This design comes from an exercise in tuning for small area, a short achievable clock period and few clock cycles per item on the open sky130 flow, not from production work. Only the layout flow was run in this run; the RTL was not checked for function there. Power and IR drop assume default switching activity.

[design/flow/config.mk]
export PLATFORM = sky130hd
export DESIGN_NAME = line_mem_engine
export DESIGN_NICKNAME = line_mem_engine
export VERILOG_FILES = /design/flow/design.v
export SDC_FILE = /design/flow/constraint.sdc
export NUM_CORES = 4
export LEC_CHECK = 0
export ABC_AREA = 1
export CAP_MARGIN = 20
export CORE_AREA = 6 6 414 414
export CTS_CLUSTER_DIAMETER = 100
export CTS_CLUSTER_SIZE = 22
export DIE_AREA = 0 0 420 420
export SETUP_SLACK_MARGIN = 3.13
export SLEW_MARGIN = 20
[design/flow/constraint.sdc]
create_clock -name core_clock -period 5.5 [get_ports {clk}]
set_input_delay 1.1000 -clock core_clock [delete_from_list [all_inputs] [get_ports {clk}]]
set_output_delay 1.1000 -clock core_clock [all_outputs]
set_load 0.01 [all_outputs]
[design/flow/design.v]
module line_mem_engine #(
    parameter int WORDS_PER_LINE = 16,
    parameter int LINE_BITS      = 32 * WORDS_PER_LINE
) (
    input  logic                 clk,
    input  logic                 rst,
    input  logic                 req_valid,
    output logic                 req_ready,
    input  logic                 req_wr,
    input  logic [31:0]          req_addr,
    input  logic [LINE_BITS-1:0] req_wdata,
    output logic                 resp_valid,
    output logic [LINE_BITS-1:0] resp_rdata,
    output logic                 mem_valid,
    input  logic                 mem_ready,
    output logic                 mem_we,
    output logic [31:0]          mem_addr,
    output logic [31:0]          mem_wdata,
    input  logic                 mem_rvalid,
    input  logic [31:0]          mem_rdata,
    output logic                 err
);
    logic        rdy_q;      
    logic        busy_q;     
    logic        val_q;      
    logic        resp_q;
    logic        err_q;
    logic [3:0]  cnt_q;      
    logic [4:0]  out_q;      
    logic        rdok_q;     
    logic        m_idle_q;   
    logic        m_wlast_q;  
    logic        m_wb_q;     
    logic        m_rd_q;     
    logic        we_q;
    logic [25:0] base_q;
    logic [LINE_BITS-1:0] line_q;
    logic xfer, rd_ok, beat, idle, last_cmd, wfin, last_beat, fin, pre;
    logic rdy_n, val_n, we_n, idle_n;
    logic [4:0] out_n;
    logic [3:0] cnt_n;
    assign xfer      = val_q & mem_ready;
    assign rd_ok     = rdok_q;
    assign beat      = mem_rvalid & rd_ok;
    assign idle      = rdy_q & ~val_q;
    assign last_cmd  = (cnt_q == 4'd15);
    assign wfin      = xfer & we_q & last_cmd;
    assign last_beat = beat & ~val_q & (out_q == 5'd1);
    assign fin       = wfin | last_beat;
    assign pre       = req_valid & (wfin | (last_beat & ~req_wr));
    assign rdy_n  = fin | (rdy_q & ~req_valid);
    assign val_n  = pre | (idle & req_valid) | (val_q & ~(xfer & last_cmd));
    assign we_n   = (idle | fin) ? req_wr : we_q;
    assign cnt_n  = cnt_q + {3'd0, xfer};
    assign idle_n = rdy_n & ~val_n;
    always_comb begin
        out_n = out_q;
        if (xfer && !we_q && !beat)
            out_n = out_q + 5'd1;
        else if (!(xfer && !we_q) && beat)
            out_n = out_q - 5'd1;
    end
    always_ff @(posedge clk or negedge rst) begin
        if (!rst) begin
            rdy_q     <= 1'b1;
            busy_q    <= 1'b0;
            val_q     <= 1'b0;
            resp_q    <= 1'b0;
            err_q     <= 1'b0;
            cnt_q     <= 4'd0;
            out_q     <= 5'd0;
            rdok_q    <= 1'b0;
            m_idle_q  <= 1'b1;
            m_wlast_q <= 1'b0;
            m_wb_q    <= 1'b0;
            m_rd_q    <= 1'b0;
        end else begin
            rdy_q     <= rdy_n;
            busy_q    <= ~rdy_n;
            val_q     <= val_n;
            resp_q    <= fin;
            cnt_q     <= cnt_n;
            out_q     <= out_n;
            rdok_q    <= (out_n != 5'd0);
            if (mem_rvalid && !rd_ok) err_q <= 1'b1;
            m_idle_q  <= idle_n;
            m_wlast_q <= ~idle_n & we_n & (cnt_n == 4'd15);
            m_wb_q    <= ~idle_n & we_n & (cnt_n != 4'd15);
            m_rd_q    <= ~idle_n & ~we_n;
        end
    end
    always_ff @(posedge clk) begin
        if (idle || fin) begin
            we_q   <= req_wr;
            base_q <= req_addr[31:6];
        end
    end
    logic s_ld_lo, s_ld_hi, s_sh, s_hd_lo, s_hd_hi;
    assign s_ld_lo = m_idle_q | (m_wlast_q & mem_ready);
    assign s_ld_hi = m_idle_q | m_wlast_q;
    assign s_sh    = (m_wb_q & mem_ready) | (m_rd_q & mem_rvalid & rd_ok);
    assign s_hd_lo = ~s_ld_lo & ~s_sh;
    assign s_hd_hi = ~s_ld_hi & ~s_sh;
    always_ff @(posedge clk) begin
        line_q[31:0] <= ({32{s_ld_lo}} & req_wdata[31:0])
                      | ({32{s_sh}}    & line_q[63:32])
                      | ({32{s_hd_lo}} & line_q[31:0]);
        line_q[LINE_BITS-1:32] <= ({(LINE_BITS-32){s_ld_hi}} & req_wdata[LINE_BITS-1:32])
                                | ({(LINE_BITS-32){s_sh}}    & {mem_rdata, line_q[LINE_BITS-1:64]})
                                | ({(LINE_BITS-32){s_hd_hi}} & line_q[LINE_BITS-1:32]);
    end
    assign req_ready  = ~busy_q;
    assign resp_valid = resp_q;
    assign resp_rdata = line_q;
    assign mem_valid  = val_q;
    assign mem_we     = we_q;
    assign mem_addr   = {base_q, cnt_q, 2'b00};
    assign mem_wdata  = line_q[31:0];
    assign err        = err_q;
endmodule
[design/flow/flow/run.sh]
#!/bin/bash
# Standard ORFS layout with two changes: the smallest buffer on every input
# and output port instead of the default port-buffer cell, and the data
# pins of each bit column of the line register placed side by side, in
# shift order (flow/io.tcl), before the standard pin placement.
set -euo pipefail
export BUFFER_PORTS_ARGS="-buffer_cell sky130_fd_sc_hd__buf_1"
export PRE_IO_PLACEMENT_TCL="$(pwd)/flow/io.tcl"
bash standard.sh > standard_flow.log 2>&1
[design/flow/flow/io.tcl]
# Pin order: each of the 32 bit columns of the line shift register gets
# its pins side by side, in shift order: mem_rdata[c], then for words 15
# down to 0 the word's req_wdata and resp_rdata bits, then mem_wdata[c].
# Eight columns go on each edge; the other pins are placed freely.
set edges {bottom right top left}
for {set e 0} {$e < 4} {incr e} {
  set pins {}
  for {set c [expr {$e * 8}]} {$c < [expr {$e * 8 + 8}]} {incr c} {
    lappend pins "mem_rdata\[$c\]"
    for {set j 15} {$j >= 0} {incr j -1} {
      set k [expr {32 * $j + $c}]
      lappend pins "req_wdata\[$k\]" "resp_rdata\[$k\]"
    }
    lappend pins "mem_wdata\[$c\]"
  }
  set_io_pin_constraint -pin_names $pins -region [lindex $edges $e]:* -group -order
}
[design/flow/standard.sh]
#!/bin/bash
# synth_recipe.tcl (not shown) runs the flow's synth.tcl, then flattens the netlist and writes it again
# the make line also repeats each setting of config.mk as NAME=value (left out here)
make -C /OpenROAD-flow-scripts/flow DESIGN_CONFIG=/design/flow/config.mk WORK_HOME=/design/flow/orfs CLKGATE_MAP_FILE= SYNTH_SCRIPT=/design/flow/synth_recipe.tcl "${@:-finish}"
==> summary.md <==
| Metric | Value |
|---|---|
| Pwr dens | `561.2 mW/mm2` |
| Outcome | `complete, no violations` |
| Cell area after synthesis | `0.02227 mm2` |
| IO Pins | `1163` |
| Fillers | `18730` |
| Share of power burned in registers | `43.6%` |
| First-pass GRT wire length | `118100 um` |
| DRC viols | `0` |
| Clk network pwr share | `14.3%` |
| Sequential fraction of the synthesis area | `51.81%` |
| Final setup viols | `0` |
| Total core area | `0.1652 mm2` |
| Vias in the first global route | `21917` |
| Comb pwr share | `42.1%` |
| Commonest non-fill, non-tap cell in the layout | `nand2_1` |
| Area grow syn2layout | `36.39%` |
| Worst hold slack | `0.4515 ns` |
| Worst-path clk slew | `0.09 ns` |
| Critical path's slowest cell | `buf_12` |
| Hold Buf Count CTS | `0` |
| Min Clock Period, post-route | `2.328 ns` |
| Final WL | `83550 um` |
| Worst min path class | `in -> async` |
| Period Utilization, post-route | `42.33%` |
| CTS root buffer | `clkbuf_16` |
| YS warnings | `1` |
| Finished Cell Area | `0.03037 mm2` |
| RSZ-0062 raised after global routing | `true` |
| Crit-path most repeated cell | `nand2_8` |
| Max_slew headroom | `29.25%` |
| Fin nets | `4528` |
| Sum Neg Setup Slack | `0 ns` |
| Placed Cells | `6068` |
| Commonest cells after routing, fill and taps aside | `1063 x nand2_1, 851 x buf_1, 500 x dfxtp_1, 488 x nand3_1, 481 x o21ai_0` |
| Post-route ant nets | `0` |
| Pint | `9.791 mW` |
| CTS tree | `done` |
| Clock buffer depth | `3` |
| I/O Buffers | `1154` |
| Max Fclk | `429.5 MHz` |
| Layout cell share with drive strength beyond 1 | `11.02%` |
| Placed Area | `0.02853 mm2` |
| Initial Util | `13.48%` |
| Post-Syn Instances | `2944` |
| Sw power | `7.253 mW` |
| Worst skew pair latency | `0.65 ns` |
| CP peak stage delay | `0.36 ns` |
| Fin util | `18.39%` |
| Die ar. | `0.1764 mm2` |
| TritonCTS Sinks | `558` |
| Req. time, crit path | `6.09 ns` |
| Cells along the critical path | `buf_1 -> nand2_8 -> inv_2 -> nand2_8 -> nand2_8 -> buf_12 -> a22oi_1 -> nand2_1` |
| Htree depth | `1` |
| Row cnt | `149` |
| Routability cong. | `0.7845` |
| DRT Pass-1 Iters | `6` |
| CTS Buf Count | `30` |
| CP Capture Type | `register` |
| Max VDD drop | `0.3140 mV` |
| Non-filler cells, final | `6142` |
| Post-synthesis cell type count | `27` |
| WP data arrival | `2.92 ns` |
| Via count | `23960` |
| Crit path max fanout | `167` |
| Leakage | `12.56 nW` |
| WL/cell | `13.60 um` |
| Top cell type's share of synthesized area | `46.03%` |
| Die Wd | `420 um` |
| Post-DP HPWL | `54330 um` |
| Vias/cell | `3.901` |
| Final hold violation count | `0` |
| Largest net degree at the start of global routing | `191` |
| Die Height | `420 um` |
| Largest cells by area after synthesis | `dfxtp_1 46%, nand2_1 18%, nand3_1 11%, o21ai_0 11%, edfxtp_1 3.6%` |
| Mean Syn Cell Area | `7.564 um2` |
| Worst slew pin tran | `1.061 ns` |
| Cell taking the most area after synthesis | `dfxtp_1` |
| Final Skew | `0.01451 ns` |
| CP Launch Type | `input pin` |
| #FFs+latches synth | `558` |
| Initial antenna violation count | `2` |
| Initial DRC count | `1415` |
| GRT Total Usage | `8.061%` |
| Switching share of power | `42.55%` |
| Max Cap Violations | `0` |
| Total congestion overflow | `0` |
| WS Path Type | `in -> reg` |
| Slew Limit Fails | `0` |
## final timing paths
check / startpoint / to / slack, ns / cells past startpoint
min: rst / resp_q$_DFF_PN0_ / 0.45 / 2
max reg2reg: m_wlast_q$_DFF_PN0_ / line_q[223]$_DFF_P_ / 3.25 / 4
max in group asynchronous: rst / rdy_q$_DFF_PN1_ / 4.73 / 2
min reg2reg: line_q[47]$_DFF_P_ / line_q[15]$_DFF_P_ / 0.48 / 2
min in group core_clock: line_q[47]$_DFF_P_ / line_q[15]$_DFF_P_ / 0.48 / 2
max: mem_rvalid / line_q[30]$_DFF_P_ / 3.17 / 8
## final cells by class
type                            count  area, um2  area share, %
Inverter                           22      83.83         0.2760
Clock buffer                       36      794.5          2.616
Sequential cell                   558      11560          38.07
Tap cell                         2189       2739          9.018
Timing Repair Buffer             1217       5648          18.60
Multi-Input combinational cell   2112       9484          31.23
Clock inverter                      4      48.80         0.1607
Antenna cell                        4      10.01        0.03296
## flip-flops by register name, indices dropped and copies added (netlist names), 4 cells and up
| register | flops |
|---|---|
| out_q | 5 |
| line_q | 512 |
| cnt_q | 4 |
| base_q | 26 |
## routing by layer
metal / share of wire, % / track usage, % / vias to the layer above
li1: - / - / 11694
met1: 41 / 10.38 / 11095
met2: 47 / 13.46 / 1044
met3: 8.9 / 1.649 / 127
met4: 3.0 / 2.739 / 0
met5: 0 / 0 / -
## synth_stat cells, drive strengths merged
master	number
o21ai	482
a22oi	32
nor3	1
dfrtp	17
o211ai	1
inv	22
nand3b	3
clkbuf	157
nor2	17
a21oi	2
o21bai	1
xor2	3
nand2	1070
edfxtp	27
buf	99
conb	1
xnor2	1
nand4	1
nand3	488
dfstp	2
ha	5
dfxtp	512
## what timing repair did
action | CTS | global route
hold endpoints to repair | 0 | 0
setup buffers | 10 | 8
cloned | 8 | 4
resized for setup | 180 | 161
pin swaps | 2 | 1
setup endpoints to repair | 662 | 462
## power by group through the flow
| stage | combinational [mW] | sequential (mW) | clock [mW] |
|---|---|---|---|
| 3_3_place_gp | 6.47 | 7.43 | 0 |
| 2_1_floorplan | 3.38 | 8.14 | 0 |
| 4_1_cts | 7.04 | 7.40 | 2.57 |
| 6_report | 7.18 | 7.44 | 2.43 |
| 5_1_grt | 7.95 | 7.68 | 2.69 |
| 3_5_place_dp | 6.56 | 7.50 | 0 |
## stage by stage
| step | power [mW] | setup WS [ns] |
|---|---|---|
| after floorplan | 11.52 | 2.932 |
| after global placement | 13.91 | 1.795 |
| after detailed placement | 14.06 | 1.775 |
| after CTS | 17.00 | 3.092 |
| after global routing | 18.32 | 3.113 |
| final | 17.04 | 3.172 |
## cells by family after synthesis
group                      after synthesis  synth area share, %
and+or+nand+nor                       1580                29.48
xor gates and xnor gates                 4               0.1573
AOI/OAI and AO/OA                      518                12.02
adders and majority gates                5               0.2809
DFF                                    558                51.81
other                                    1              0.01684
buffers and inverters                  278                6.231
## critical path: cells and delay by family
kind,cells,cell delay (ns)
buffers and inverters,3,0.71
and+or+nand+nor,4,0.46
AOI/OAI and AO/OA,1,0.21

## re-timing with driven ports
How much do the figures lean on ideal ports? The routed layout below was timed once more, with nothing changed but the port constraints. Step 1, drivers: a clkbuf_16 drives clk and a buf_2 each remaining input, both assumed. Step 2 times the ports against the registers' clock, not the clock port: input delays grow and output delays shrink by t, the midpoint of the rising clock arrivals with the driver on. Three values: ideal ports, drivers, drivers and shift; two values: the first two.
t, ns: 0.716
setup WS [ns]: 3.172 / 3.105 / 2.486
slew at the worst register clock pin (ns): 0.10 / 0.10
After both steps setup and hold are still met in this run. For this run, drivers alone change the setup slack by -0.067 ns; drivers and shift together by -0.686 ns.
